From an optimization exercise on the open Yosys and OpenROAD flow, aimed at small area, a short achievable clock period and few clock cycles per item; shortcuts taken in it are not production practice.
At most, simulation tests tie the RTL to the original design; equivalence was not proved.
The RTL of runs 2 to 4 was laid out without a check of its function.
Power is estimated from default activity; no workload was simulated.

==> design.v <==
package isas_pkg;
  localparam int TEMP_W   = 12;
  localparam int HOST_W   = 15;
  localparam int SECS_W   = 32;
  localparam int MS_W     = 11;
  localparam int TICKMS_W = 10;
  localparam int BAND_W   = 9;
  localparam int CNT16_W  = 16;
  localparam int ERR_W    = 12;
  localparam int BEST_W   = 14;
  localparam int ALU_W    = 33;
  localparam int APB_AW   = 5;
  localparam int APB_DW   = 32;
  localparam logic [1:0] MODE_IDLE  = 2'd0;
  localparam logic [1:0] MODE_RUN   = 2'd1;
  localparam logic [1:0] MODE_SET   = 2'd2;
  localparam logic [1:0] MODE_ALARM = 2'd3;
  localparam logic [1:0] OP_TICK      = 2'd0;
  localparam logic [1:0] OP_KEY       = 2'd1;
  localparam logic [1:0] OP_HOST_SET  = 2'd2;
  localparam logic [1:0] OP_HOST_STOP = 2'd3;
  localparam logic [1:0] REPLY_NONE   = 2'd0;
  localparam logic [1:0] REPLY_ACCEPT = 2'd1;
  localparam logic [1:0] REPLY_RANGE  = 2'd2;
  localparam logic [3:0] KEY_DIGIT_MAX = 4'd9;
  localparam logic [3:0] KEY_STAR      = 4'd10;
  localparam logic [3:0] KEY_HASH      = 4'd11;
  localparam logic [2:0] CFG_IDX_BAND    = 3'd0;
  localparam logic [2:0] CFG_IDX_MIN     = 3'd1;
  localparam logic [2:0] CFG_IDX_MAX     = 3'd2;
  localparam logic [2:0] CFG_IDX_DEFAULT = 3'd3;
  localparam logic [2:0] CFG_IDX_STARTUP = 3'd4;
  localparam logic [2:0] CFG_IDX_STUCK   = 3'd5;
  localparam logic [2:0] CFG_IDX_TICKMS  = 3'd6;
  localparam logic [MS_W-1:0] MS_PER_SEC = 11'd1000;
  localparam logic [BAND_W-1:0]   BAND_RST    = 9'd20;
  localparam logic [TEMP_W-1:0]   MIN_RST     = 12'd200;
  localparam logic [TEMP_W-1:0]   MAX_RST     = 12'd600;
  localparam logic [TEMP_W-1:0]   DEFAULT_RST = 12'd370;
  localparam logic [CNT16_W-1:0]  STARTUP_RST = 16'd3000;
  localparam logic [CNT16_W-1:0]  STUCK_RST   = 16'd300;
  localparam logic [TICKMS_W-1:0] TICKMS_RST  = 10'd200;
  typedef logic signed [TEMP_W-1:0] temp_t;
  typedef struct packed {
    logic [BAND_W-1:0]   alarm_band;
    temp_t               min_target;
    temp_t               max_target;
    temp_t               default_target;
    logic [CNT16_W-1:0]  startup_ticks;
    logic [CNT16_W-1:0]  stuck_ticks;
    logic [TICKMS_W-1:0] tick_ms;
    logic                load_default;
  } cfg_regs_t;
  typedef struct packed {
    logic             sub;
    logic [ALU_W-1:0] a;
    logic [ALU_W-1:0] b;
  } alu_req_t;
  typedef struct packed {
    logic [ALU_W-1:0] sum;
    logic             neg;
  } alu_rsp_t;
endpackage
import isas_pkg::*;
module isas_cfg (
  input  logic              clk,
  input  logic              rst_n,
  input  logic              psel,
  input  logic              penable,
  input  logic              pwrite,
  input  logic [isas_pkg::APB_AW-1:0] paddr,
  input  logic [isas_pkg::APB_DW-1:0] pwdata,
  output logic [isas_pkg::APB_DW-1:0] prdata,
  output logic              pready,
  output isas_pkg::cfg_regs_t         cfg
);
  logic [BAND_W-1:0]   band_r;
  logic [TEMP_W-1:0]   min_r;
  logic [TEMP_W-1:0]   max_r;
  logic [TEMP_W-1:0]   default_r;
  logic [CNT16_W-1:0]  startup_r;
  logic [CNT16_W-1:0]  stuck_r;
  logic [TICKMS_W-1:0] tickms_r;
  logic                wr;
  logic [2:0]          idx;
  assign pready = 1'b1;
  assign wr     = psel && penable && pwrite;
  assign idx    = paddr[4:2];
  always_ff @(posedge clk) begin
    if (!rst_n) begin
      band_r    <= BAND_RST;
      min_r     <= MIN_RST;
      max_r     <= MAX_RST;
      default_r <= DEFAULT_RST;
      startup_r <= STARTUP_RST;
      stuck_r   <= STUCK_RST;
      tickms_r  <= TICKMS_RST;
    end else if (wr) begin
      unique case (idx)
        CFG_IDX_BAND:    band_r    <= pwdata[BAND_W-1:0];
        CFG_IDX_MIN:     min_r     <= pwdata[TEMP_W-1:0];
        CFG_IDX_MAX:     max_r     <= pwdata[TEMP_W-1:0];
        CFG_IDX_DEFAULT: default_r <= pwdata[TEMP_W-1:0];
        CFG_IDX_STARTUP: startup_r <= pwdata[CNT16_W-1:0];
        CFG_IDX_STUCK:   stuck_r   <= pwdata[CNT16_W-1:0];
        CFG_IDX_TICKMS:  tickms_r  <= pwdata[TICKMS_W-1:0];
        default: ;
      endcase
    end
  end
  always_comb begin
    prdata = '0;
    unique case (idx)
      CFG_IDX_BAND:    prdata = APB_DW'(band_r);
      CFG_IDX_MIN:     prdata = APB_DW'(min_r);
      CFG_IDX_MAX:     prdata = APB_DW'(max_r);
      CFG_IDX_DEFAULT: prdata = APB_DW'(default_r);
      CFG_IDX_STARTUP: prdata = APB_DW'(startup_r);
      CFG_IDX_STUCK:   prdata = APB_DW'(stuck_r);
      CFG_IDX_TICKMS:  prdata = APB_DW'(tickms_r);
      default:         prdata = '0;
    endcase
  end
  assign cfg.alarm_band     = band_r;
  assign cfg.min_target     = min_r;
  assign cfg.max_target     = max_r;
  assign cfg.default_target = pwdata[TEMP_W-1:0];
  assign cfg.startup_ticks  = startup_r;
  assign cfg.stuck_ticks    = stuck_r;
  assign cfg.tick_ms        = tickms_r;
  assign cfg.load_default   = wr && (idx == CFG_IDX_DEFAULT);
endmodule
import isas_pkg::*;
module incubator_setpoint_and_alarm_supervisor #(
  parameter int MAX_DIGITS = 4
) (
  input  logic              clk,
  input  logic              rst_n,
  input  logic              in_valid,
  output logic              in_ready,
  input  logic [1:0]        in_opcode,
  input  logic [isas_pkg::TEMP_W-1:0] in_measured_temp,
  input  logic [3:0]        in_key_code,
  input  logic [isas_pkg::HOST_W-1:0] in_host_target,
  output logic              out_valid,
  input  logic              out_ready,
  output logic [1:0]        out_mode,
  output logic              out_buzzer_on,
  output logic [isas_pkg::TEMP_W-1:0] out_target_temp,
  output logic [isas_pkg::SECS_W-1:0] out_run_seconds,
  output logic              out_control_active,
  output logic              out_controller_reset,
  output logic              out_drive_stop,
  output logic [1:0]        out_host_reply,
  input  logic              cfg_psel,
  input  logic              cfg_penable,
  input  logic              cfg_pwrite,
  input  logic [isas_pkg::APB_AW-1:0] cfg_paddr,
  input  logic [isas_pkg::APB_DW-1:0] cfg_pwdata,
  output logic [isas_pkg::APB_DW-1:0] cfg_prdata,
  output logic              cfg_pready
);
  localparam int BST_W = 12;    
  isas_pkg::cfg_regs_t cfg;
  logic              s1_v;
  logic [1:0]        s1_op;
  logic [TEMP_W-1:0] s1_data;
  logic              s1_ok;
  logic              h_ok;
  logic              in_fire;
  logic              adv;
  logic [1:0]          mode_r,   mode_nxt;
  logic [TEMP_W-1:0]   target_r, target_nxt;
  logic [2:0]          count_r,  count_nxt;
  logic [15:0]         dig_r,    dig_nxt;
  logic [CNT16_W-1:0]  blank_r,  blank_nxt;
  logic [BST_W-1:0]    best_r,   best_nxt;
  logic [CNT16_W-1:0]  nogain_r, nogain_nxt;
  logic                buzzer_r, buzzer_nxt;
  logic [9:0]          millis_r, millis_nxt;
  logic [SECS_W-1:0]   secs_r,   secs_nxt;
  logic                active_r, active_nxt;
  logic                pid_r,    pid_nxt;
  logic                stop_r,   stop_nxt;
  logic [1:0]          reply_r,  reply_nxt;
  logic                out_valid_r;
  isas_cfg u_cfg (
    .clk     (clk),
    .rst_n   (rst_n),
    .psel    (cfg_psel),
    .penable (cfg_penable),
    .pwrite  (cfg_pwrite),
    .paddr   (cfg_paddr),
    .pwdata  (cfg_pwdata),
    .prdata  (cfg_prdata),
    .pready  (cfg_pready),
    .cfg     (cfg)
  );
  assign adv      = s1_v && (!out_valid_r || out_ready);
  assign in_ready = !s1_v || !out_valid_r || out_ready;
  assign in_fire  = in_valid && in_ready;
  assign h_ok = ($signed(in_host_target) >= $signed(cfg.min_target)) &&
                ($signed(in_host_target) <= $signed(cfg.max_target));
  always_ff @(posedge clk) begin
    if (!rst_n) begin
      s1_v <= 1'b0;
    end else if (in_ready) begin
      s1_v <= in_valid;
    end
  end
  always_ff @(posedge clk) begin
    if (in_fire) begin
      s1_op <= in_opcode;
      s1_ok <= h_ok;
      if (in_opcode[1]) begin
        s1_data <= in_host_target[TEMP_W-1:0];
      end else if (in_opcode[0]) begin
        s1_data <= {8'd0, in_key_code};
      end else begin
        s1_data <= in_measured_temp;
      end
    end
  end
  logic              run_like;
  logic [TEMP_W:0]   d_mt, d_tm;
  logic [TEMP_W-1:0] err;
  logic              blanking;
  logic              in_band;
  logic              better;
  logic              stuck_inc;
  logic [16:0]       nogain_p1;
  logic [10:0]       ms_sum;
  logic [11:0]       ms_m1, ms_m2;
  logic [3:0]        key;
  logic [3:0]        e3, e2, e1, e0;
  logic [13:0]       kval;
  logic              k_ok;
  assign run_like = (mode_r == MODE_RUN) || (mode_r == MODE_ALARM);
  assign d_mt = {s1_data[TEMP_W-1], s1_data} - {target_r[TEMP_W-1], target_r};
  assign d_tm = {target_r[TEMP_W-1], target_r} - {s1_data[TEMP_W-1], s1_data};
  assign err  = d_mt[TEMP_W] ? d_tm[TEMP_W-1:0] : d_mt[TEMP_W-1:0];
  assign blanking  = blank_r < cfg.startup_ticks;
  assign in_band   = err <= BST_W'(cfg.alarm_band);
  assign better    = (best_r == '0) || (err < best_r);
  assign nogain_p1 = {1'b0, nogain_r} + 17'd1;
  assign stuck_inc = nogain_p1 >= {1'b0, cfg.stuck_ticks};
  assign ms_sum = {1'b0, millis_r} + {1'b0, cfg.tick_ms};
  assign ms_m1  = {1'b0, ms_sum} - 12'd1000;
  assign ms_m2  = {1'b0, ms_sum} - 12'd2000;
  assign key = s1_data[3:0];
  always_comb begin
    if (count_r < 3'd3) begin
      {e3, e2, e1, e0} = {dig_r[11:0], 4'd0};
    end else begin
      {e3, e2, e1, e0} = dig_r;
    end
  end
  assign kval = 14'(e3) * 14'd1000 + 14'(e2) * 14'd100 + 14'(e1) * 14'd10 + 14'(e0);
  assign k_ok = (count_r != 3'd0) &&
                ($signed({1'b0, kval}) >= $signed(cfg.min_target)) &&
                ($signed({1'b0, kval}) <= $signed(cfg.max_target));
  always_comb begin
    mode_nxt   = mode_r;
    target_nxt = target_r;
    count_nxt  = count_r;
    dig_nxt    = dig_r;
    blank_nxt  = blank_r;
    best_nxt   = best_r;
    nogain_nxt = nogain_r;
    buzzer_nxt = buzzer_r;
    millis_nxt = millis_r;
    secs_nxt   = secs_r;
    active_nxt = 1'b0;
    pid_nxt    = 1'b0;
    stop_nxt   = 1'b0;
    reply_nxt  = REPLY_NONE;
    unique case (s1_op)
      OP_TICK: begin
        if (!run_like) begin
          buzzer_nxt = 1'b0;
        end else begin
          active_nxt = 1'b1;
          if (blanking) begin
            buzzer_nxt = 1'b0;
            blank_nxt  = blank_r + 16'd1;
          end else if (in_band) begin
            buzzer_nxt = 1'b0;
            nogain_nxt = '0;
            best_nxt   = '0;
            mode_nxt   = MODE_RUN;
          end else if (better) begin
            best_nxt   = err;
            nogain_nxt = '0;
            if (cfg.stuck_ticks == '0) begin
              mode_nxt   = MODE_ALARM;
              buzzer_nxt = 1'b1;
            end
          end else begin
            if (!nogain_p1[16]) begin
              nogain_nxt = nogain_p1[15:0];
            end
            if (stuck_inc) begin
              mode_nxt   = MODE_ALARM;
              buzzer_nxt = 1'b1;
            end
          end
          if (!ms_m2[11]) begin
            millis_nxt = ms_m2[9:0];
            secs_nxt   = secs_r + 32'd2;
          end else if (!ms_m1[11]) begin
            millis_nxt = ms_m1[9:0];
            secs_nxt   = secs_r + 32'd1;
          end else begin
            millis_nxt = ms_sum[9:0];
          end
        end
      end
      OP_KEY: begin
        if (key == KEY_STAR) begin
          if (mode_r == MODE_SET) begin
            if (count_r != 3'd0) begin
              count_nxt = count_r - 3'd1;
              dig_nxt   = {4'd0, dig_r[15:4]};
            end
          end else begin
            mode_nxt  = MODE_SET;
            count_nxt = 3'd0;
            dig_nxt   = '0;
          end
        end else if (key == KEY_HASH) begin
          secs_nxt   = '0;
          millis_nxt = '0;
          if (mode_r == MODE_RUN) begin
            mode_nxt = MODE_IDLE;
            stop_nxt = 1'b1;
          end else begin
            if (mode_r == MODE_SET) begin
              if (k_ok) begin
                target_nxt = kval[TEMP_W-1:0];
              end
              count_nxt = 3'd0;
              pid_nxt   = 1'b1;
            end
            mode_nxt   = MODE_RUN;
            blank_nxt  = '0;
            best_nxt   = '0;
            nogain_nxt = '0;
            buzzer_nxt = 1'b0;
          end
        end else if (mode_r == MODE_SET && key <= KEY_DIGIT_MAX &&
                     count_r < 3'(MAX_DIGITS)) begin
          dig_nxt   = {dig_r[11:0], key};
          count_nxt = count_r + 3'd1;
        end
      end
      OP_HOST_SET: begin
        if (s1_ok) begin
          target_nxt = s1_data;
          pid_nxt    = 1'b1;
          reply_nxt  = REPLY_ACCEPT;
          if (mode_r != MODE_RUN) begin
            mode_nxt = MODE_RUN;
            secs_nxt = '0;
          end
        end else begin
          reply_nxt = REPLY_RANGE;
        end
      end
      default: begin
        mode_nxt   = MODE_IDLE;
        stop_nxt   = 1'b1;
        secs_nxt   = '0;
        millis_nxt = '0;
        reply_nxt  = REPLY_ACCEPT;
      end
    endcase
  end
  always_ff @(posedge clk) begin
    if (!rst_n) begin
      mode_r      <= MODE_IDLE;
      target_r    <= DEFAULT_RST;
      blank_r     <= '0;
      best_r      <= '0;
      nogain_r    <= '0;
      buzzer_r    <= 1'b0;
      millis_r    <= '0;
      secs_r      <= '0;
      out_valid_r <= 1'b0;
    end else begin
      if (adv) begin
        mode_r      <= mode_nxt;
        blank_r     <= blank_nxt;
        best_r      <= best_nxt;
        nogain_r    <= nogain_nxt;
        buzzer_r    <= buzzer_nxt;
        millis_r    <= millis_nxt;
        secs_r      <= secs_nxt;
      end
      if (cfg.load_default) begin
        target_r <= cfg.default_target;
      end else if (adv) begin
        target_r <= target_nxt;
      end
      if (adv) begin
        out_valid_r <= 1'b1;
      end else if (out_ready) begin
        out_valid_r <= 1'b0;
      end
    end
  end
  always_ff @(posedge clk) begin
    if (adv) begin
      count_r  <= count_nxt;
      dig_r    <= dig_nxt;
      active_r <= active_nxt;
      pid_r    <= pid_nxt;
      stop_r   <= stop_nxt;
      reply_r  <= reply_nxt;
    end
  end
  assign out_valid            = out_valid_r;
  assign out_mode             = mode_r;
  assign out_buzzer_on        = buzzer_r;
  assign out_target_temp      = target_r;
  assign out_run_seconds      = secs_r;
  assign out_control_active   = active_r;
  assign out_controller_reset = pid_r;
  assign out_drive_stop       = stop_r;
  assign out_host_reply       = reply_r;
endmodule
==> run.sh <==
#!/bin/bash
# synth_recipe.tcl (not shown) runs the flow's synth.tcl, then flattens the netlist and writes it again
# the make line also repeats each setting of config.mk as NAME=value (left out here)
make -C /OpenROAD-flow-scripts/flow DESIGN_CONFIG=/design/flow/config.mk WORK_HOME=/design/flow/orfs CLKGATE_MAP_FILE= SYNTH_SCRIPT=/design/flow/synth_recipe.tcl finish
==> config.mk <==
export PLATFORM = sky130hd
export DESIGN_NAME = incubator_setpoint_and_alarm_supervisor
export DESIGN_NICKNAME = incubator_setpoint_and_alarm_supervisor
export VERILOG_FILES = /design/flow/design.v
export SDC_FILE = /design/flow/constraint.sdc
export NUM_CORES = 4
export LEC_CHECK = 0
export CAP_MARGIN = 20
export CORE_MARGIN = 2
export CORE_UTILIZATION = 40
export SLEW_MARGIN = 20
==> constraint.sdc <==
create_clock -name core_clock -period 8.0 [get_ports {clk}]
set_input_delay 1.6000 -clock core_clock [delete_from_list [all_inputs] [get_ports {clk}]]
set_output_delay 1.6000 -clock core_clock [all_outputs]
set_load 0.01 [all_outputs]
==> results of run 1 <==
[synth_stat cells, types with 14 or more instances]
master / instances
nor2_1: 133
inv_1: 176
dfxtp_1: 190
a21o_1: 27
nor2b_1: 27
nand2_1: 265
a211oi_1: 15
a21oi_1: 138
edfxtp_1: 39
o221ai_1: 14
o21ai_0: 88
o22ai_1: 14
ha_1: 208
and3_1: 21
and2_1: 20
nor3_1: 27
nand2b_1: 21
mux2_2: 22
buf_4: 21
clkbuf_1: 66
nand3_1: 45
nand4_1: 44
o211ai_1: 30
mux2i_1: 66
o21a_1: 17
xor2_1: 32
xnor2_1: 53
fa_1: 20
[cells by family after synthesis]
| kind of cell | count (synthesis) | synth area share (%) |
|---|---|---|
| buffers and inverters | 280 | 6.58 |
| AOI/OAI and AO/OA | 458 | 18.2 |
| and+or+nand+nor | 672 | 18.7 |
| other | 2 | 0.0432 |
| adders and majority gates | 228 | 17.3 |
| DFF | 229 | 28.6 |
| muxes | 96 | 6.20 |
| xor gates and xnor gates | 87 | 4.47 |
[layout make-up]
class	count	area [um^2]	share of cell area (%)
timing repair buffer	146	1410	7.03
clock inverter	14	153	0.761
clock buffer	38	790	3.93
inverter	179	672	3.35
sequential	229	4970	24.8
tap	585	732	3.65
multi-input combinational	1558	11300	56.5
[sequential cells by signal, summed over array words and instances, names as in the netlist, 3 cells and up]
name / flops
u_cfg.startup_r: 16
s1_data: 12
best_r: 12
u_cfg.max_r: 12
target_r: 12
u_cfg.stuck_r: 16
count_r: 3
u_cfg.min_r: 12
blank_r: 16
u_cfg.tickms_r: 10
nogain_r: 16
dig_r: 16
millis_r: 10
u_cfg.default_r: 12
u_cfg.band_r: 9
secs_r: 32
[cell usage in the layout, fill, tap and decap left out, drive strengths merged, types with 15 or more instances in the layout]
cell and count:
a211oi 19, a21o 27, a21oi 139, and2 20, and3 21, buf 19, clkbuf 38, clkdlybuf4s50 127
conb 17, dfxtp 190, edfxtp 39, fa 20, ha 208, inv 178, mux2 23, mux2i 66
nand2 265, nand2b 21, nand3 47, nand4 46, nor2 133, nor2b 27, nor3 27, nor4 18
o211ai 34, o21a 17, o21ai 94, o22ai 15, xnor2 53, xor2 34
[routing by layer]
| layer | GRT usage (%) | vias up | routed length (um) |
|---|---|---|---|
| met5 | 0 | - | 0 |
| met4 | 6.85 | 0 | 1650 |
| met3 | 2.92 | 87 | 2780 |
| met2 | 37.5 | 414 | 24000 |
| met1 | 31.2 | 7333 | 23400 |
| li1 | - | 7434 | - |
[through the flow]
stage                     hold slack (ns)  setup WS (ns)  std cells  power [mW]
after floorplan                     0.418          0.875       2067        1.57
after global placement              0.429          0.774       2697        1.73
after detailed placement            0.439          0.640       2697        1.74
after CTS                           0.448          0.566       2749        3.06
after global routing                0.467          0.147       2749        3.16
final                               0.452          0.578       2749        3.04
[worst max-delay path by stage]
stage                     slack (ns)                        to  cells past startpoint
after floorplan                 0.87  target_r[5]$_SDFFE_PN1P_                     28
after detailed placement        0.64  target_r[7]$_SDFFE_PN0P_                     27
final                           0.58  target_r[7]$_SDFFE_PN0P_                     27
after CTS                       0.57  target_r[7]$_SDFFE_PN0P_                     27
after global placement          0.77  target_r[7]$_SDFFE_PN0P_                     27
after global routing            0.15  target_r[7]$_SDFFE_PN0P_                     29
[worst max-delay path, stage by stage, from the launching register on]
cell and delay, ns:
edfxtp_1 0.45, a21oi_1 0.16, buf_4 0.26, mux2i_1 0.38
inv_1 0.20, ha_1 0.32, inv_1 0.05, fa_1 0.51
fa_1 0.55, inv_1 0.05, fa_1 0.44, ha_1 0.31
ha_1 0.33, o21a_1 0.13, or3_1 0.31, a31oi_1 0.31
o21bai_1 0.10, a21oi_1 0.18, xnor2_1 0.20, ha_1 0.31
or2_2 0.29, a31o_2 0.26, a31o_2 0.21, a211oi_1 0.24
a22oi_1 0.11, buf_4 0.22, or3_1 0.38, o211ai_1 0.09
[power by group through the flow]
stage / Clock (mW) / Sequential [mW] / Combinational [mW]
3_3_place_gp: 0 / 1.24 / 0.497
3_5_place_dp: 0 / 1.24 / 0.505
6_report: 1.32 / 1.21 / 0.514
5_1_grt: 1.38 / 1.21 / 0.568
2_1_floorplan: 0 / 1.23 / 0.342
4_1_cts: 1.34 / 1.21 / 0.509
==> parameters.txt, run 1 <==
Parameter                              Value

Outcome
  Outcome ... complete, no violations

Worst setup path
  Cells on worst reg2reg path ... 27
  WS Path Type ... reg2reg
  Critical Path End Type ... register
  Crit Reg-Reg Endpoint ... target_r[7]$_SDFFE_PN0P_
  CP Launch Type ... register
  Maximum fanout count along the critical path ... 23
  Crit path DAT ... 7.92 ns
  Register-to-register setup slack ... 0.58 ns
  Crit Reg-Reg Startpoint ... count_r[2]$_DFFE_PP_
  Data required time of the worst path ... 8.49 ns
  Start point of the critical path ... count_r[2]$_DFFE_PP_

Timing
  Final Setup Violations ... 0
  Relative slew margins ... 36.3%
  Highest clock frequency the design can meet ... 135 MHz
  Final period utilization ... 92.8%
  Setup repair after global routing missed its margin ... false
  Worst clock skew ... 0.0257 ns
  Measured slew at the worst slew-check pin ... 0.953 ns
  Final Hold Viols ... 0
  Final critical delay including setup and external delays ... 7.42 ns
  Final count of pins violating max slew ... 0
  Setup total negative slack ... 0 ns

Die
  Die area ... 45200 um^2
  Top-Level Pins ... 164
  Std-Cell Core Area ... 43000 um^2
  Starting density of the core ... 40.5%
  Number of placement rows ... 76
  Die X-Extent ... 213 um
  Vert. Die Dim ... 213 um

Worst hold path
  Class of the tightest hold or removal check ... reg2reg
  Hold Startpoint ... u_cfg.default_r[4]$_SDFFE_PN1P_
  Hold Crit Endpoint ... u_cfg.default_r[4]$_SDFFE_PN1P_
  Cells on Worst Hold Path ... 2

Clock tree
  Number of buffers inserted by post-CTS setup repair ... 0
  CTS Root Buffer Type ... clkbuf_16
  Worst-Skew Late Latency ... 0.57 ns
  Post-cts hold buffer count ... 0
  Num CTS Buffers ... 29
  Number of levels the H-tree was split into ... 1
  Buffer levels on the longest clock path ... 3
  Clock sink total ... 229
  Clock tree from TritonCTS ... yes
  Clock-pin slew reported for the worst setup and hold paths after clock tree synthesis ... 0.06 ns
  Post_cts resized ... 0

Cells and area
  Number of fillers in the final layout ... 4257
  Number of nets in the finished design ... 2448
  Antenna diodes ... 0
  Layout cell share with drive strength beyond 1 ... 6.65%
  Post-layout instance area ... 20100 um^2
  Util after Layout ... 46.7%
  Area growth syn-to-layout ... 15.4%

Power
  Share of total power in sequential cells ... 39.8%
  Clk network pwr share ... 43.3%
  Leakage component of the power ... 8.14 nW
  Net switching share of the total power ... 28.3%
  Net switching component of the power ... 0.862 mW
  PwrDens ... 152 nW/um^2
  Cell-internal power ... 2.18 mW
  Peak supply drop ... 0.000125 V
  Combinational cell fraction of total power ... 16.9%

Routing
  Via-to-Cell Ratio ... 5.55
  Total detailed-routing wirelength ... 51900 um
  Number of DRC markers after the initial detailed-route iteration ... 929
  Detail Route Antenna Nets ... 0
  Vias ... 15300
  Drc violations ... 0
  Average wire per cell in the routed design ... 18.9 um
  1st-pass router iterations ... 5

Synthesis
  Cell count after synthesis ... 2052
  Library cell occupying the most area in the post-synthesis netlist ... dfxtp_1
  Top cells by area in the synthesized netlist ... dfxtp_1, ha_1, edfxtp_1
  Post-Syn Area ... 17400 um^2
  Post-synthesis sequential area ratio ... 28.6%
  Number of enable-type register cells in the synthesized netlist ... 39
  Number of storage elements in the synthesis netlist ... 229
  Mean Syn Cell Area ... 8.47 um^2
  Distinct cell type count after synthesis ... 101
  Primary flip-flop cell chosen by synthesis mapping ... dfxtp_1
  Warnings from Yosys ... 2
  Proportion of synthesized flip-flops having asynchronous set or reset ... 0%
  Area share of the largest cell type after synthesis ... 21.9%

Global route
  Largest net degree at the start of global routing ... 53
  First-pass GRT wire length ... 81300 um
  Global route total overflow ... 0
  Vias in the first global route ... 14700
  Antenna violations before repair ... 0
  All-Layer GR Usage ... 22.8%

Placement
  Port Buf Inserts ... 128
  Placed standard-cell area ... 19100 um^2
  DP HPWL ... 40000 um
  Final Wtd Congestion ... 0.930

Flow run
  Max-cap violation count ... 0
Testbench counts, summed over its fixed seeds: cycles 20,016, items 20,000.
==> inputs of run 2 (changes only) <==
--- a/design.v
+++ b/design.v
@@ -167,12 +167,21 @@
   logic [TEMP_W-1:0] s1_data;
   logic              s1_ok;
   logic              h_ok;
+  logic [TEMP_W-1:0] t_eff;
+  logic [TEMP_W:0]   i_mt, i_tm;
+  logic [TEMP_W-1:0] i_err;
+  logic              s1_host_ok;
+  logic              s1_hash_set;
   logic              in_fire;
   logic              adv;
   logic [1:0]          mode_r,   mode_nxt;
   logic [TEMP_W-1:0]   target_r, target_nxt;
   logic [2:0]          count_r,  count_nxt;
-  logic [15:0]         dig_r,    dig_nxt;
+  logic [13:0]         kv_r,     kv_nxt;
+  logic [3:0]          div_step_r;
+  logic [3:0]          div_rem_r;
+  logic                div_start;
+  logic                busy;
   logic [CNT16_W-1:0]  blank_r,  blank_nxt;
   logic [BST_W-1:0]    best_r,   best_nxt;
   logic [CNT16_W-1:0]  nogain_r, nogain_nxt;
@@ -196,16 +205,26 @@
     .pready  (cfg_pready),
     .cfg     (cfg)
   );
-  assign adv      = s1_v && (!out_valid_r || out_ready);
-  assign in_ready = !s1_v || !out_valid_r || out_ready;
+  assign busy        = (div_step_r != 4'd0);
+  assign adv         = s1_v && !busy && (!out_valid_r || out_ready);
+  assign s1_host_ok  = s1_v && (s1_op == OP_HOST_SET) && s1_ok;
+  assign s1_hash_set = (s1_op == OP_KEY) && (s1_data[3:0] == KEY_HASH) && (mode_r == MODE_SET);
+  assign in_ready    = !s1_v || (!busy && (!out_valid_r || out_ready) &&
+                                 !(s1_hash_set && in_opcode == OP_TICK));
   assign in_fire  = in_valid && in_ready;
   assign h_ok = ($signed(in_host_target) >= $signed(cfg.min_target)) &&
                 ($signed(in_host_target) <= $signed(cfg.max_target));
+  assign t_eff = s1_host_ok ? s1_data : target_r;
+  assign i_mt  = {in_measured_temp[TEMP_W-1], in_measured_temp} - {t_eff[TEMP_W-1], t_eff};
+  assign i_tm  = {t_eff[TEMP_W-1], t_eff} - {in_measured_temp[TEMP_W-1], in_measured_temp};
+  assign i_err = i_mt[TEMP_W] ? i_tm[TEMP_W-1:0] : i_mt[TEMP_W-1:0];
   always_ff @(posedge clk) begin
     if (!rst_n) begin
       s1_v <= 1'b0;
-    end else if (in_ready) begin
-      s1_v <= in_valid;
+    end else if (in_fire) begin
+      s1_v <= 1'b1;
+    end else if (adv) begin
+      s1_v <= 1'b0;
     end
   end
   always_ff @(posedge clk) begin
@@ -217,12 +236,11 @@
       end else if (in_opcode[0]) begin
         s1_data <= {8'd0, in_key_code};
       end else begin
-        s1_data <= in_measured_temp;
+        s1_data <= i_err;
       end
     end
   end
   logic              run_like;
-  logic [TEMP_W:0]   d_mt, d_tm;
   logic [TEMP_W-1:0] err;
   logic              blanking;
   logic              in_band;
@@ -231,14 +249,14 @@
   logic [16:0]       nogain_p1;
   logic [10:0]       ms_sum;
   logic [11:0]       ms_m1, ms_m2;
+  logic [SECS_W-1:1] secs_hi_p1;
+  logic [SECS_W-1:0] secs_p1, secs_p2;
   logic [3:0]        key;
-  logic [3:0]        e3, e2, e1, e0;
   logic [13:0]       kval;
+  logic [13:0]       kv_x10;
   logic              k_ok;
   assign run_like = (mode_r == MODE_RUN) || (mode_r == MODE_ALARM);
-  assign d_mt = {s1_data[TEMP_W-1], s1_data} - {target_r[TEMP_W-1], target_r};
-  assign d_tm = {target_r[TEMP_W-1], target_r} - {s1_data[TEMP_W-1], s1_data};
-  assign err  = d_mt[TEMP_W] ? d_tm[TEMP_W-1:0] : d_mt[TEMP_W-1:0];
+  assign err = s1_data;
   assign blanking  = blank_r < cfg.startup_ticks;
   assign in_band   = err <= BST_W'(cfg.alarm_band);
   assign better    = (best_r == '0) || (err < best_r);
@@ -247,15 +265,12 @@
   assign ms_sum = {1'b0, millis_r} + {1'b0, cfg.tick_ms};
   assign ms_m1  = {1'b0, ms_sum} - 12'd1000;
   assign ms_m2  = {1'b0, ms_sum} - 12'd2000;
+  assign secs_hi_p1 = secs_r[SECS_W-1:1] + 31'd1;
+  assign secs_p2    = {secs_hi_p1, secs_r[0]};
+  assign secs_p1    = secs_r[0] ? {secs_hi_p1, 1'b0} : {secs_r[SECS_W-1:1], 1'b1};
   assign key = s1_data[3:0];
-  always_comb begin
-    if (count_r < 3'd3) begin
-      {e3, e2, e1, e0} = {dig_r[11:0], 4'd0};
-    end else begin
-      {e3, e2, e1, e0} = dig_r;
-    end
-  end
-  assign kval = 14'(e3) * 14'd1000 + 14'(e2) * 14'd100 + 14'(e1) * 14'd10 + 14'(e0);
+  assign kval   = (count_r < 3'd3) ? (14'(kv_r[6:0]) << 3) + (14'(kv_r[6:0]) << 1) : kv_r;
+  assign kv_x10 = (14'(kv_r[9:0]) << 3) + (14'(kv_r[9:0]) << 1) + 14'(key);
   assign k_ok = (count_r != 3'd0) &&
                 ($signed({1'b0, kval}) >= $signed(cfg.min_target)) &&
                 ($signed({1'b0, kval}) <= $signed(cfg.max_target));
@@ -263,7 +278,8 @@
     mode_nxt   = mode_r;
     target_nxt = target_r;
     count_nxt  = count_r;
-    dig_nxt    = dig_r;
+    kv_nxt     = kv_r;
+    div_start  = 1'b0;
     blank_nxt  = blank_r;
     best_nxt   = best_r;
     nogain_nxt = nogain_r;
@@ -306,10 +322,10 @@
           end
           if (!ms_m2[11]) begin
             millis_nxt = ms_m2[9:0];
-            secs_nxt   = secs_r + 32'd2;
+            secs_nxt   = secs_p2;
           end else if (!ms_m1[11]) begin
             millis_nxt = ms_m1[9:0];
-            secs_nxt   = secs_r + 32'd1;
+            secs_nxt   = secs_p1;
           end else begin
             millis_nxt = ms_sum[9:0];
           end
@@ -320,12 +336,12 @@
           if (mode_r == MODE_SET) begin
             if (count_r != 3'd0) begin
               count_nxt = count_r - 3'd1;
-              dig_nxt   = {4'd0, dig_r[15:4]};
+              div_start = 1'b1;
             end
           end else begin
             mode_nxt  = MODE_SET;
             count_nxt = 3'd0;
-            dig_nxt   = '0;
+            kv_nxt    = '0;
           end
         end else if (key == KEY_HASH) begin
           secs_nxt   = '0;
@@ -349,7 +365,7 @@
           end
         end else if (mode_r == MODE_SET && key <= KEY_DIGIT_MAX &&
                      count_r < 3'(MAX_DIGITS)) begin
-          dig_nxt   = {dig_r[11:0], key};
+          kv_nxt    = kv_x10;
           count_nxt = count_r + 3'd1;
         end
       end
@@ -408,10 +424,34 @@
       end
     end
   end
+  logic [4:0] div_r5;
+  logic       div_q;
+  assign div_r5 = {div_rem_r, kv_r[13]};
+  assign div_q  = (div_r5 >= 5'd10);
+  always_ff @(posedge clk) begin
+    if (!rst_n) begin
+      div_step_r <= 4'd0;
+    end else if (adv && div_start) begin
+      div_step_r <= 4'd14;
+    end else if (busy) begin
+      div_step_r <= div_step_r - 4'd1;
+    end
+  end
+  always_ff @(posedge clk) begin
+    if (adv) begin
+      div_rem_r <= 4'd0;
+    end else if (busy) begin
+      div_rem_r <= div_q ? 4'(div_r5 - 5'd10) : div_r5[3:0];
+    end
+    if (adv) begin
+      kv_r <= kv_nxt;
+    end else if (busy) begin
+      kv_r <= {kv_r[12:0], div_q};
+    end
+  end
   always_ff @(posedge clk) begin
     if (adv) begin
       count_r  <= count_nxt;
-      dig_r    <= dig_nxt;
       active_r <= active_nxt;
       pid_r    <= pid_nxt;
       stop_r   <= stop_nxt;
==> parameters.txt, run 2 <==
Parameter                              Value

Cells and area
  Commonest non-fill, non-tap cell in the layout ... nand2_1
  Max reg flops ... 32
  Commonest cells after routing, fill and taps aside ... nand2_1, dfxtp_1, a21oi_1
  Number of fillers in the final layout ... 4078
  Antenna diodes ... 0
  FF/Latch Area ... 5070 um^2
  Area growth syn-to-layout ... 15.2%
  Area of the multi-input gates ... 10600 um^2
  Layout cell share with drive strength beyond 1 ... 5.21%
  Largest register by flop count ... secs_r
  Number of nets in the finished design ... 2414

Synthesis
  Leading cell type by number of instances after synthesis ... nand2_1
  Library cell occupying the most area in the post-synthesis netlist ... dfxtp_1
  Share of the synthesized area in compound gates (AO/OA/AOI/OAI) ... 19.6%
  Post-Syn Area ... 16600 um^2
  Multiplexer share of the synthesized area ... 5.30%
  Primary flip-flop cell chosen by synthesis mapping ... dfxtp_1
  Most common library cells after synthesis ... nand2_1, dfxtp_1, a21oi_1
  Main combinational cell family by area after synthesis ... simple AND/OR/NAND/NOR gates
  Post-synthesis sequential area ratio ... 30.5%
  Mean Syn Cell Area ... 8.06 um^2
  Warnings from Yosys ... 2
  Synthesized-area fraction occupied by and/or/nand/nor cells ... 20.5%
  Number of enable-type register cells in the synthesized netlist ... 37
  Distinct cell type count after synthesis ... 77
  Top cells by area in the synthesized netlist ... dfxtp_1, ha_1, edfxtp_1
  Cell count after synthesis ... 2064
  Proportion of synthesized flip-flops having asynchronous set or reset ... 0%
  Number of storage elements in the synthesis netlist ... 235
  Post-Synth Adder-Cell Area ... 14.6%
  Area share of the largest cell type after synthesis ... 23.8%
  Share of the synthesized netlist area taken by xor and xnor gates ... 2.95%

Flow run
  Max-cap violation count ... 0

Timing
  Setup repair after global routing missed its margin ... false
  Measured slew at the worst slew-check pin ... 1.08 ns
  Highest clock frequency the design can meet ... 170 MHz
  Final Hold Viols ... 0
  Setup total negative slack ... 0 ns
  Worst clock skew ... 0.0230 ns
  Final count of pins violating max slew ... 0
  Final critical delay including setup and external delays ... 5.89 ns
  Relative slew margins ... 28.3%
  Final period utilization ... 73.6%
  Final Setup Violations ... 0

Routing
  Average wire per cell in the routed design ... 19.2 um
  Detail Route Antenna Nets ... 0
  Vias ... 15300
  Via-to-Cell Ratio ... 5.68
  Drc violations ... 0
  1st-pass router iterations ... 5
  Number of DRC markers after the initial detailed-route iteration ... 1128
  Total detailed-routing wirelength ... 51800 um

Worst setup path
  Maximum fanout count along the critical path ... 23
  WS Path Type ... in2out
  Cells on worst reg2reg path ... 19
  Crit Reg-Reg Startpoint ... kv_r[0]$_DFFE_PP_
  Crit path DAT ... 4.29 ns
  CP Launch Type ... input port
  Crit Reg-Reg Endpoint ... target_r[2]$_SDFFE_PN0P_
  Data required time of the worst path ... 6.40 ns
  Critical Path End Type ... output pin
  Start point of the critical path ... cfg_paddr[4]
  Critical path destination ... cfg_prdata[0]
  Register-to-register setup slack ... 2.45 ns

Die
  Std-Cell Core Area ... 40900 um^2
  Number of placement rows ... 74
  Die X-Extent ... 208 um
  Top-Level Pins ... 164
  Starting density of the core ... 40.7%
  Vert. Die Dim ... 208 um
  Die area ... 43300 um^2

Global route
  Global route total overflow ... 0
  Antenna violations before repair ... 0
  Vias in the first global route ... 14400
  Largest net degree at the start of global routing ... 61
  First-pass GRT wire length ... 80900 um
  All-Layer GR Usage ... 23.2%

Clock tree
  Worst-Skew Late Latency ... 0.57 ns
  Number of levels the H-tree was split into ... 1
  Post_cts resized ... 0
  Clock tree from TritonCTS ... yes
  Post-cts hold buffer count ... 0
  Clock-pin slew reported for the worst setup and hold paths after clock tree synthesis ... 0.06 ns
  Num CTS Buffers ... 27
  Clock sink total ... 235
  CTS Root Buffer Type ... clkbuf_16
  Buffer levels on the longest clock path ... 3
  Number of buffers inserted by post-CTS setup repair ... 0

Power
  Pwr Total ... 2.82 mW
  Leakage component of the power ... 7.78 nW
  PwrDens ... 147 nW/um^2
  Peak supply drop ... 0.000128 V

Worst hold path
  Class of the tightest hold or removal check ... reg2reg
  Cells on Worst Hold Path ... 2

Outcome
  Outcome ... complete, no violations

Placement
  Port Buf Inserts ... 128
  Final Wtd Congestion ... 0.933
  DP HPWL ... 38800 um
-- run 2: final cells by class --
class,count,area share (%)
sequential,235,26.5
timing repair buffer,152,7.57
tap,532,3.47
clock buffer,43,4.10
multi-input combinational,1577,55.1
clock inverter,7,0.222
inverter,155,3.04
-- run 2: kinds of logic (layout without fill, tap and decap cells) --
| logic type | after synthesis | in the layout |
|---|---|---|
| and+or+nand+nor | 716 | 716 |
| AOI/OAI and AO/OA | 519 | 519 |
| buffers and inverters | 267 | 357 |
| DFF | 235 | 235 |
| adders and majority gates | 189 | 189 |
| muxes | 80 | 80 |
| xor gates and xnor gates | 56 | 56 |
| other | 2 | 17 |
-- run 2: metal layers --
layer / GRT usage (%) / routed length, um / vias up
met5: 1.56 / 57 / -
met4: 5.16 / 1130 / 2
met3: 4.71 / 3800 / 76
met2: 36.2 / 22800 / 486
met1: 32.7 / 23900 / 7283
li1: - / - / 7496
-- run 2: power by group --
| part | total, mW | internal, mW | leakage (nW) | switching (mW) |
|---|---|---|---|---|
| Combinational | 0.380 | 0.155 | 5.42 | 0.226 |
| Sequential | 1.25 | 1.22 | 1.95 | 0.0264 |
| Clock | 1.19 | 0.671 | 0.406 | 0.521 |
-- run 2: critical path, cell delays in order --
cell and delay, ns:
clkdlybuf4s50_1 1.03, inv_1 0.38, nor2_1 0.30, a21oi_1 0.11, o221ai_1 0.25, clkdlybuf4s50_1 0.61
-- run 2: worst min-delay path by stage --
stage / to / slack, ns / start
2_1_floorplan: u_cfg.default_r[5]$_SDFFE_PN1P_ / 0.42 / u_cfg.default_r[5]$_SDFFE_PN1P_
3_3_place_gp: u_cfg.startup_r[1]$_SDFFE_PN0P_ / 0.44 / u_cfg.startup_r[1]$_SDFFE_PN0P_
3_5_place_dp: u_cfg.default_r[5]$_SDFFE_PN1P_ / 0.45 / u_cfg.default_r[5]$_SDFFE_PN1P_
4_1_cts: u_cfg.default_r[0]$_SDFFE_PN0P_ / 0.46 / u_cfg.default_r[0]$_SDFFE_PN0P_
5_1_grt: millis_r[2]$_SDFFE_PN0P_ / 0.47 / millis_r[2]$_SDFFE_PN0P_
6_report: u_cfg.default_r[5]$_SDFFE_PN1P_ / 0.45 / u_cfg.default_r[5]$_SDFFE_PN1P_
-- run 2: per-stage QoR --
| stage | instance area [um^2] | hold slack, ns | cells | util [%] | worst slack [ns] |
|---|---|---|---|---|---|
| global route | 19200 | 0.473 | 2701 | 46.9 | 1.95 |
| detailed placement | 18300 | 0.447 | 2651 | 44.8 | 2.20 |
| finish | 19200 | 0.454 | 2701 | 46.9 | 2.11 |
| global placement | 18300 | 0.441 | 2651 | 44.8 | 2.18 |
| floorplan | 16700 | 0.423 | 2079 | - | 3.36 |
| CTS | 19200 | 0.456 | 2701 | 46.9 | 2.17 |
==> inputs of run 3 (changes only) <==
--- a/design.v
+++ b/design.v
@@ -170,8 +170,10 @@
   logic [TEMP_W-1:0] t_eff;
   logic [TEMP_W:0]   i_mt, i_tm;
   logic [TEMP_W-1:0] i_err;
-  logic              s1_host_ok;
-  logic              s1_hash_set;
+  logic              s1_prep;
+  logic              s1_is_hash;
+  logic              need_prep;
+  logic [HOST_W-1:0] rng_val;
   logic              in_fire;
   logic              adv;
   logic [1:0]          mode_r,   mode_nxt;
@@ -207,14 +209,15 @@
   );
   assign busy        = (div_step_r != 4'd0);
   assign adv         = s1_v && !busy && (!out_valid_r || out_ready);
-  assign s1_host_ok  = s1_v && (s1_op == OP_HOST_SET) && s1_ok;
-  assign s1_hash_set = (s1_op == OP_KEY) && (s1_data[3:0] == KEY_HASH) && (mode_r == MODE_SET);
-  assign in_ready    = !s1_v || (!busy && (!out_valid_r || out_ready) &&
-                                 !(s1_hash_set && in_opcode == OP_TICK));
+  assign s1_is_hash  = (s1_op == OP_KEY) && (s1_data[3:0] == KEY_HASH) && s1_v;
+  assign need_prep   = s1_is_hash && (mode_r == MODE_SET) && !s1_prep;
+  assign adv         = s1_v && !busy && !need_prep && (!out_valid_r || out_ready);
+  assign in_ready    = !s1_v || adv;
   assign in_fire  = in_valid && in_ready;
-  assign h_ok = ($signed(in_host_target) >= $signed(cfg.min_target)) &&
-                ($signed(in_host_target) <= $signed(cfg.max_target));
-  assign t_eff = s1_host_ok ? s1_data : target_r;
+  assign rng_val = need_prep ? HOST_W'(kval) : in_host_target;
+  assign h_ok = ($signed(rng_val) >= $signed(cfg.min_target)) &&
+                ($signed(rng_val) <= $signed(cfg.max_target));
+  assign t_eff = (s1_v && s1_ok) ? s1_data : target_r;
   assign i_mt  = {in_measured_temp[TEMP_W-1], in_measured_temp} - {t_eff[TEMP_W-1], t_eff};
   assign i_tm  = {t_eff[TEMP_W-1], t_eff} - {in_measured_temp[TEMP_W-1], in_measured_temp};
   assign i_err = i_mt[TEMP_W] ? i_tm[TEMP_W-1:0] : i_mt[TEMP_W-1:0];
@@ -228,9 +231,14 @@
     end
   end
   always_ff @(posedge clk) begin
-    if (in_fire) begin
-      s1_op <= in_opcode;
-      s1_ok <= h_ok;
+    if (need_prep && !busy) begin
+      s1_prep <= 1'b1;
+      s1_ok   <= h_ok && (count_r != 3'd0);
+      s1_data <= kval[TEMP_W-1:0];
+    end else if (in_fire) begin
+      s1_op   <= in_opcode;
+      s1_ok   <= h_ok && (in_opcode == OP_HOST_SET);
+      s1_prep <= 1'b0;
       if (in_opcode[1]) begin
         s1_data <= in_host_target[TEMP_W-1:0];
       end else if (in_opcode[0]) begin
@@ -254,7 +262,7 @@
   logic [3:0]        key;
   logic [13:0]       kval;
   logic [13:0]       kv_x10;
-  logic              k_ok;
+  logic              k_hash, k_star, k_digit;
   assign run_like = (mode_r == MODE_RUN) || (mode_r == MODE_ALARM);
   assign err = s1_data;
   assign blanking  = blank_r < cfg.startup_ticks;
@@ -268,12 +276,13 @@
   assign secs_hi_p1 = secs_r[SECS_W-1:1] + 31'd1;
   assign secs_p2    = {secs_hi_p1, secs_r[0]};
   assign secs_p1    = secs_r[0] ? {secs_hi_p1, 1'b0} : {secs_r[SECS_W-1:1], 1'b1};
-  assign key = s1_data[3:0];
-  assign kval   = (count_r < 3'd3) ? (14'(kv_r[6:0]) << 3) + (14'(kv_r[6:0]) << 1) : kv_r;
-  assign kv_x10 = (14'(kv_r[9:0]) << 3) + (14'(kv_r[9:0]) << 1) + 14'(key);
-  assign k_ok = (count_r != 3'd0) &&
-                ($signed({1'b0, kval}) >= $signed(cfg.min_target)) &&
-                ($signed({1'b0, kval}) <= $signed(cfg.max_target));
+  assign key     = s1_data[3:0];
+  assign k_hash  = s1_prep || (key == KEY_HASH);
+  assign k_star  = !s1_prep && (key == KEY_STAR);
+  assign k_digit = !s1_prep && (key <= KEY_DIGIT_MAX);
+  assign kv_x10 = (14'(kv_r[9:0]) << 3) + (14'(kv_r[9:0]) << 1) +
+                  14'(need_prep ? 4'd0 : key);
+  assign kval   = (count_r < 3'd3) ? kv_x10 : kv_r;
   always_comb begin
     mode_nxt   = mode_r;
     target_nxt = target_r;
@@ -332,7 +341,7 @@
         end
       end
       OP_KEY: begin
-        if (key == KEY_STAR) begin
+        if (k_star) begin
           if (mode_r == MODE_SET) begin
             if (count_r != 3'd0) begin
               count_nxt = count_r - 3'd1;
@@ -343,7 +352,7 @@
             count_nxt = 3'd0;
             kv_nxt    = '0;
           end
-        end else if (key == KEY_HASH) begin
+        end else if (k_hash) begin
           secs_nxt   = '0;
           millis_nxt = '0;
           if (mode_r == MODE_RUN) begin
@@ -351,8 +360,8 @@
             stop_nxt = 1'b1;
           end else begin
             if (mode_r == MODE_SET) begin
-              if (k_ok) begin
-                target_nxt = kval[TEMP_W-1:0];
+              if (s1_ok) begin
+                target_nxt = s1_data;
               end
               count_nxt = 3'd0;
               pid_nxt   = 1'b1;
@@ -363,7 +372,7 @@
             nogain_nxt = '0;
             buzzer_nxt = 1'b0;
           end
-        end else if (mode_r == MODE_SET && key <= KEY_DIGIT_MAX &&
+        end else if (mode_r == MODE_SET && k_digit &&
                      count_r < 3'(MAX_DIGITS)) begin
           kv_nxt    = kv_x10;
           count_nxt = count_r + 3'd1;
--- a/config.mk
+++ b/config.mk
@@ -7,5 +7,6 @@
 export LEC_CHECK = 0
 export CAP_MARGIN = 20
 export CORE_MARGIN = 2
-export CORE_UTILIZATION = 40
+export CORE_UTILIZATION = 60
+export SETUP_SLACK_MARGIN = 4
 export SLEW_MARGIN = 20
==> parameters.txt, run 3 <==
Parameter                              Value

Outcome
  Outcome ... complete, no violations

Global route
  First-pass GRT wire length ... 75700 um
  Global route total overflow ... 0
  Vias in the first global route ... 14300
  Largest net degree at the start of global routing ... 86
  Antenna violations before repair ... 0
  All-Layer GR Usage ... 33.7%

Routing
  Number of DRC markers after the initial detailed-route iteration ... 1356
  1st-pass router iterations ... 5
  Detail Route Antenna Nets ... 0
  Average wire per cell in the routed design ... 19.9 um
  Total detailed-routing wirelength ... 49500 um
  Vias ... 15300
  Drc violations ... 0
  Via-to-Cell Ratio ... 6.16

Worst hold path
  Class of the tightest hold or removal check ... reg2reg
  Hold Startpoint ... u_cfg.min_r[10]$_SDFFE_PN0P_
  Cells on Worst Hold Path ... 2
  Hold Crit Endpoint ... u_cfg.min_r[10]$_SDFFE_PN0P_

Worst setup path
  WS Path Type ... reg2reg
  Critical Path End Type ... register
  Maximum fanout count along the critical path ... 3
  Crit Reg-Reg Endpoint ... s1_ok$_DFFE_PP_
  Register-to-register setup slack ... 2.82 ns
  Critical path's slowest cell ... fa_1
  Worst path buffer plus inverter count ... 1
  CP Launch Type ... register
  Crit-path leading delay family ... compound AO/OA/AOI/OAI gates
  Data required time of the worst path ... 8.40 ns
  Crit Reg-Reg Startpoint ... s1_data[3]$_DFFE_PP_
  Cells on worst reg2reg path ... 25
  Crit path DAT ... 5.58 ns
  Start point of the critical path ... s1_data[3]$_DFFE_PP_
  Dominant cell type by count on the critical path ... a21oi_2
  Delay of the slowest cell on the worst path ... 0.49 ns

Power
  Cell-internal power ... 2.18 mW
  Share of total power in sequential cells ... 41.5%
  Net switching component of the power ... 0.836 mW
  PwrDens ... 151 nW/um^2
  Clk network pwr share ... 40.1%
  Net switching share of the total power ... 27.7%
  Leakage component of the power ... 8.23 nW
  Pwr Total ... 3.02 mW
  Combinational cell fraction of total power ... 18.5%
  Peak supply drop ... 0.000203 V

Synthesis
  Post-Syn Area ... 15700 um^2
  Primary flip-flop cell chosen by synthesis mapping ... dfxtp_1
  Area share of the largest cell type after synthesis ... 25.3%
  Proportion of synthesized flip-flops having asynchronous set or reset ... 0%
  Library cell occupying the most area in the post-synthesis netlist ... dfxtp_1
  Warnings from Yosys ... 3
  Leading cell type by number of instances after synthesis ... nand2_1
  Post-synthesis sequential area ratio ... 32.4%
  Number of enable-type register cells in the synthesized netlist ... 37
  Number of storage elements in the synthesis netlist ... 236
  Most common library cells after synthesis ... nand2_1, dfxtp_1, a21oi_1
  Top cells by area in the synthesized netlist ... dfxtp_1, ha_1, edfxtp_1
  Cell count after synthesis ... 1948
  Mean Syn Cell Area ... 8.08 um^2
  Distinct cell type count after synthesis ... 78

Cells and area
  Layout cell share with drive strength beyond 1 ... 17.3%
  Number of fillers in the final layout ... 1869
  Post-layout instance area ... 19900 um^2
  Area growth syn-to-layout ... 26.6%
  Commonest non-fill, non-tap cell in the layout ... nand2_1
  Max reg flops ... 32
  Number of nets in the finished design ... 2368
  Largest register by flop count ... secs_r
  Antenna diodes ... 0
  Util after Layout ... 76.9%
  Commonest cells after routing, fill and taps aside ... nand2_1, dfxtp_1, a21oi_1

Die
  Die area ... 27600 um^2
  Top-Level Pins ... 164
  Std-Cell Core Area ... 25900 um^2
  Vert. Die Dim ... 166 um
  Die X-Extent ... 166 um
  Number of placement rows ... 59
  Starting density of the core ... 60.8%

Timing
  Worst clock skew ... 0.0137 ns
  Relative slew margins ... 21.7%
  Final count of pins violating max slew ... 0
  Setup repair after global routing missed its margin ... true
  Highest clock frequency the design can meet ... 193 MHz
  Measured slew at the worst slew-check pin ... 1.17 ns
  Setup total negative slack ... 0 ns
  Hold Worst Slack ... 0.454 ns
  Final Hold Viols ... 0
  Final critical delay including setup and external delays ... 5.18 ns
  Final Setup Violations ... 0
  Final period utilization ... 64.8%

Placement
  Port Buf Inserts ... 128
  DP HPWL ... 33700 um
  Final Wtd Congestion ... 0.933
  Placed standard-cell area ... 17400 um^2

Clock tree
  Worst-Skew Late Latency ... 0.55 ns
  Buffer levels on the longest clock path ... 3
  CTS Root Buffer Type ... clkbuf_16
  Num CTS Buffers ... 26
  Clock-pin slew reported for the worst setup and hold paths after clock tree synthesis ... 0.07 ns
  Clock sink total ... 236
  Clock tree from TritonCTS ... yes
  Post-cts hold buffer count ... 0
  Number of levels the H-tree was split into ... 1

Flow run
  Max-cap violation count ... 0
[run 3: power by group through the flow]
stage                     combinational (mW)  sequential [mW]  clock (mW)
after detailed placement               0.421             1.28           0
after global routing                   0.596             1.25        1.26
after floorplan                        0.300             1.27           0
after CTS                              0.482             1.25        1.21
after global placement                 0.413             1.28           0
final                                  0.557             1.25        1.21
[run 3: what timing repair did]
item	4_1_cts	5_1_grt
cloned	5	0
setup buffers	47	55
pin swaps	48	57
gates resized for setup	195	114
endpoints found under the setup margin	110	75
[run 3: how the worst max path moves through the flow]
stage                           end  cells after the start
floorplan           s1_ok$_DFFE_PP_                     26
global placement      cfg_prdata[4]                      5
detailed placement  s1_ok$_DFFE_PP_                     26
CTS                 s1_ok$_DFFE_PP_                     25
global route        s1_ok$_DFFE_PP_                     25
finish              s1_ok$_DFFE_PP_                     25
[run 3: worst min-delay path, stage by stage (launching register included)]
cell and delay [ns]:
dfxtp_1 0.31, nand2_1 0.05, a21oi_1 0.05
[run 3: routing by layer]
| metal | up-vias | GRT usage [%] | routed length (um) |
|---|---|---|---|
| met5 | - | 0 | 0 |
| met4 | 0 | 11.2 | 1600 |
| met3 | 112 | 6.08 | 4420 |
| met2 | 754 | 54.2 | 22700 |
| met1 | 7254 | 46.0 | 20700 |
| li1 | 7220 | - | - |
[run 3: layout make-up]
| class | count | area [um^2] | share of cell area, % |
|---|---|---|---|
| Timing Repair Buffer | 248 | 2390 | 12.0 |
| Sequential cell | 236 | 5100 | 25.6 |
| Clock buffer | 33 | 727 | 3.65 |
| Inverter | 137 | 537 | 2.69 |
| Clock inverter | 12 | 125 | 0.628 |
| Tap cell | 335 | 419 | 2.10 |
| Multi-Input combinational cell | 1488 | 10600 | 53.4 |
[run 3: cells by family after synthesis]
logic type | synth area share, %
AND/OR/NAND/NOR | 20.3
buffers and inverters | 6.16
XOR/XNOR | 4.23
adder cells (fa/ha/maj) | 12.5
multiplexers | 5.61
flip-flops | 32.4
other | 0.0477
AO/OA/AOI/OAI | 18.8
[run 3: through the flow]
step / worst slack (ns) / instances
2_1_floorplan: 3.12 / 1963
3_3_place_gp: 2.02 / 2337
3_5_place_dp: 1.94 / 2337
4_1_cts: 2.95 / 2434
5_1_grt: 2.59 / 2489
6_report: 2.82 / 2489
==> inputs of run 4 (changes only) <==
--- a/config.mk
+++ b/config.mk
@@ -7,6 +7,5 @@
 export LEC_CHECK = 0
 export CAP_MARGIN = 20
 export CORE_MARGIN = 2
-export CORE_UTILIZATION = 60
-export SETUP_SLACK_MARGIN = 4
+export CORE_UTILIZATION = 40
 export SLEW_MARGIN = 20
==> parameters.txt, run 4 <==
Parameter                              Value

Outcome
  Outcome ... complete, no violations

Synthesis
  Cell count after synthesis ... 1948
  Share of the synthesized area in compound gates (AO/OA/AOI/OAI) ... 18.8%
  Most common library cells after synthesis ... nand2_1, dfxtp_1, a21oi_1
  Synthesized-area fraction occupied by and/or/nand/nor cells ... 20.3%
  Primary flip-flop cell chosen by synthesis mapping ... dfxtp_1
  Post-Synth Adder-Cell Area ... 12.5%
  Post-Syn Area ... 15700 um^2
  Leading cell type by number of instances after synthesis ... nand2_1
  Top cells by area in the synthesized netlist ... dfxtp_1, ha_1, edfxtp_1
  Library cell occupying the most area in the post-synthesis netlist ... dfxtp_1
  Post-synthesis sequential area ratio ... 32.4%
  Multiplexer share of the synthesized area ... 5.61%
  Share of the synthesized netlist area taken by xor and xnor gates ... 4.23%
  Number of enable-type register cells in the synthesized netlist ... 37
  Proportion of synthesized flip-flops having asynchronous set or reset ... 0%
  Mean Syn Cell Area ... 8.08 um^2
  Area share of the largest cell type after synthesis ... 25.3%
  Number of storage elements in the synthesis netlist ... 236
  Warnings from Yosys ... 3
  Distinct cell type count after synthesis ... 78
  Main combinational cell family by area after synthesis ... simple AND/OR/NAND/NOR gates

Cells and area
  Largest register by flop count ... secs_r
  Area growth syn-to-layout ... 17.5%
  Commonest non-fill, non-tap cell in the layout ... nand2_1
  Antenna diodes ... 0
  Commonest cells after routing, fill and taps aside ... nand2_1, dfxtp_1, a21oi_1
  Max reg flops ... 32
  Layout cell share with drive strength beyond 1 ... 5.83%
  Number of nets in the finished design ... 2266
  Final cell count without fillers ... 2576

Clock tree
  Clock-pin slew reported for the worst setup and hold paths after clock tree synthesis ... 0.06 ns
  Num CTS Buffers ... 29
  Clock tree from TritonCTS ... yes
  Worst-Skew Late Latency ... 0.58 ns
  Post-cts hold buffer count ... 0
  Number of levels the H-tree was split into ... 1
  Post_cts resized ... 0
  Buffer levels on the longest clock path ... 3
  Number of buffers inserted by post-CTS setup repair ... 0
  CTS Root Buffer Type ... clkbuf_16
  Clock sink total ... 236

Global route
  Global route total overflow ... 0
  Largest net degree at the start of global routing ... 66
  First-pass GRT wire length ... 75500 um
  Vias in the first global route ... 13700
  All-Layer GR Usage ... 23.0%
  Antenna violations before repair ... 2

Die
  Std-Cell Core Area ... 38700 um^2
  Die area ... 41000 um^2
  Number of placement rows ... 72
  Starting density of the core ... 40.7%
  Top-Level Pins ... 164
  Die X-Extent ... 202 um
  Vert. Die Dim ... 202 um

Routing
  Total detailed-routing wirelength ... 47400 um
  Average wire per cell in the routed design ... 18.4 um
  Number of DRC markers after the initial detailed-route iteration ... 947
  Via-to-Cell Ratio ... 5.56
  Drc violations ... 0
  Vias ... 14300
  Detail Route Antenna Nets ... 0
  1st-pass router iterations ... 5

Timing
  Relative slew margins ... 22.1%
  Final critical delay including setup and external delays ... 6.64 ns
  Setup repair after global routing missed its margin ... false
  Highest clock frequency the design can meet ... 151 MHz
  Final Hold Viols ... 0
  Final Setup Violations ... 0
  Hold Worst Slack ... 0.454 ns
  Measured slew at the worst slew-check pin ... 1.16 ns
  Worst clock skew ... 0.0391 ns
  Final count of pins violating max slew ... 0
  Setup total negative slack ... 0 ns
  Final period utilization ... 83.0%

Placement
  Cell count after placement ... 2522
  DP HPWL ... 36100 um
  Port Buf Inserts ... 128
  Final Wtd Congestion ... 0.884

Worst setup path
  Critical Path End Type ... register
  CP Launch Type ... register
  Crit path DAT ... 7.07 ns
  WS Path Type ... reg2reg
  Maximum fanout count along the critical path ... 33
  Data required time of the worst path ... 8.44 ns

Flow run
  Max-cap violation count ... 0

Power
  Leakage component of the power ... 7.49 nW
  Peak supply drop ... 0.000180 V
  PwrDens ... 168 nW/um^2

Worst hold path
  Class of the tightest hold or removal check ... reg2reg
-- run 4: cell counts after synthesis --
No cell type changed its count.
-- run 4: metrics by stage --
step           util (%)  setup slack (ns)  power (mW)  area (um^2)
2_1_floorplan         -              2.61        1.54        15800
3_3_place_gp       45.0              1.54        1.68        17400
3_5_place_dp       45.0              1.49        1.69        17400
4_1_cts            47.8              1.46        3.12        18500
5_1_grt            47.8             0.777        3.21        18500
6_report           47.8              1.36        3.10        18500
-- run 4: final timing paths --
path	from	to	cells after the start	slack, ns
hold / removal	u_cfg.startup_r[1]$_SDFFE_PN0P_	u_cfg.startup_r[1]$_SDFFE_PN0P_	2	0.45
setup / recovery	s1_op[1]$_DFFE_PP_	s1_ok$_DFFE_PP_	26	1.36
hold reg to reg	u_cfg.startup_r[1]$_SDFFE_PN0P_	u_cfg.startup_r[1]$_SDFFE_PN0P_	2	0.45
setup reg to reg	s1_op[1]$_DFFE_PP_	s1_ok$_DFFE_PP_	26	1.36
-- run 4: critical path: stages, from the launching register on --
cell and delay (ns):
edfxtp_1 0.43, inv_1 0.11, ha_1 0.43, and4b_1 0.33
nand2_1 0.56, and2_1 0.42, ha_1 0.19, ha_1 0.21
fa_1 0.41, a21o_1 0.18, a21oi_1 0.22, o21bai_1 0.10
a21oi_1 0.22, o21bai_1 0.09, a21oi_1 0.27, xnor2_1 0.18
mux2i_1 0.13, o21ai_0 0.34, ha_1 0.32, and4_1 0.21
a21oi_1 0.14, nand2_1 0.06, a211oi_1 0.23, o21ai_0 0.12
mux2_2 0.29, o31ai_1 0.07, o2111a_1 0.24
-- run 4: power breakdown --
group	switching, mW	internal, mW
sequential	0.0269	1.23
clock	0.541	0.890
combinational	0.252	0.166
-- run 4: kinds of logic after synthesis --
family	after synthesis
xor+xnor	76
flops	236
mux	82
simple gates	683
compound gates	474
fa+ha+maj	154
buf+inv	241
other cells	2
-- run 4: metal layers --
layer | track usage [%] | wire [um] | vias up
li1 | - | - | 7013
met1 | 31.9 | 22000 | 6792
met2 | 35.9 | 20600 | 422
met3 | 4.03 | 3090 | 103
met4 | 8.29 | 1760 | 2
met5 | 0 | 13 | -
-- run 4: final cells by class --
class,count,area [um^2]
Clock buffer,44,918
Clock inverter,10,146
Fill cell,3796,20200
Inverter,137,514
Multi-Input combinational cell,1486,9770
Sequential cell,236,5090
Tap cell,518,648
Timing Repair Buffer,145,1400

port drivers added, routing unchanged:
No port has a modelled driver above. Below, the same layouts with a new extraction and two added sets of constraints. Step 1 (the two cells are an assumption about what drives the block):
set clk [get_ports {clk}]
set_driving_cell -lib_cell sky130_fd_sc_hd__clkbuf_16 $clk
set_driving_cell -lib_cell sky130_fd_sc_hd__buf_2 [delete_from_list [all_inputs] $clk]
Step 2 also shifts input and output timing later by t, the mid clock arrival at the registers, as if the neighbouring blocks saw the same clock. Three values: ideal ports, drivers, drivers and shift; two values: the first two.
| run | shift t [ns] | slack for setup (ns) | hold slack, ns | slew at the worst register clock pin (ns) | worst data-port slew with drivers (ns) |
|---|---|---|---|---|---|
| run 1 | 0.615 | 0.578 / 0.578 / 0.578 | 0.452 / 0.452 / 0.452 | 0.06 / 0.06 | 0.05 |
| run 2 | 0.609 | 2.113 / 2.090 / 2.090 | 0.454 / 0.454 / 0.454 | 0.06 / 0.06 | 0.04 |
| run 3 | 0.595 | 2.819 / 2.819 / 2.819 | 0.454 / 0.454 / 0.454 | 0.07 / 0.07 | 0.11 |
| run 4 | 0.617 | 1.363 / 1.363 / 1.363 | 0.454 / 0.454 / 0.454 | 0.06 / 0.06 | 0.04 |
After both steps every run listed still meets setup and hold. The setup slack of run 2, which loses most, moves by -0.023 ns with the drivers and by -0.023 ns with both steps.
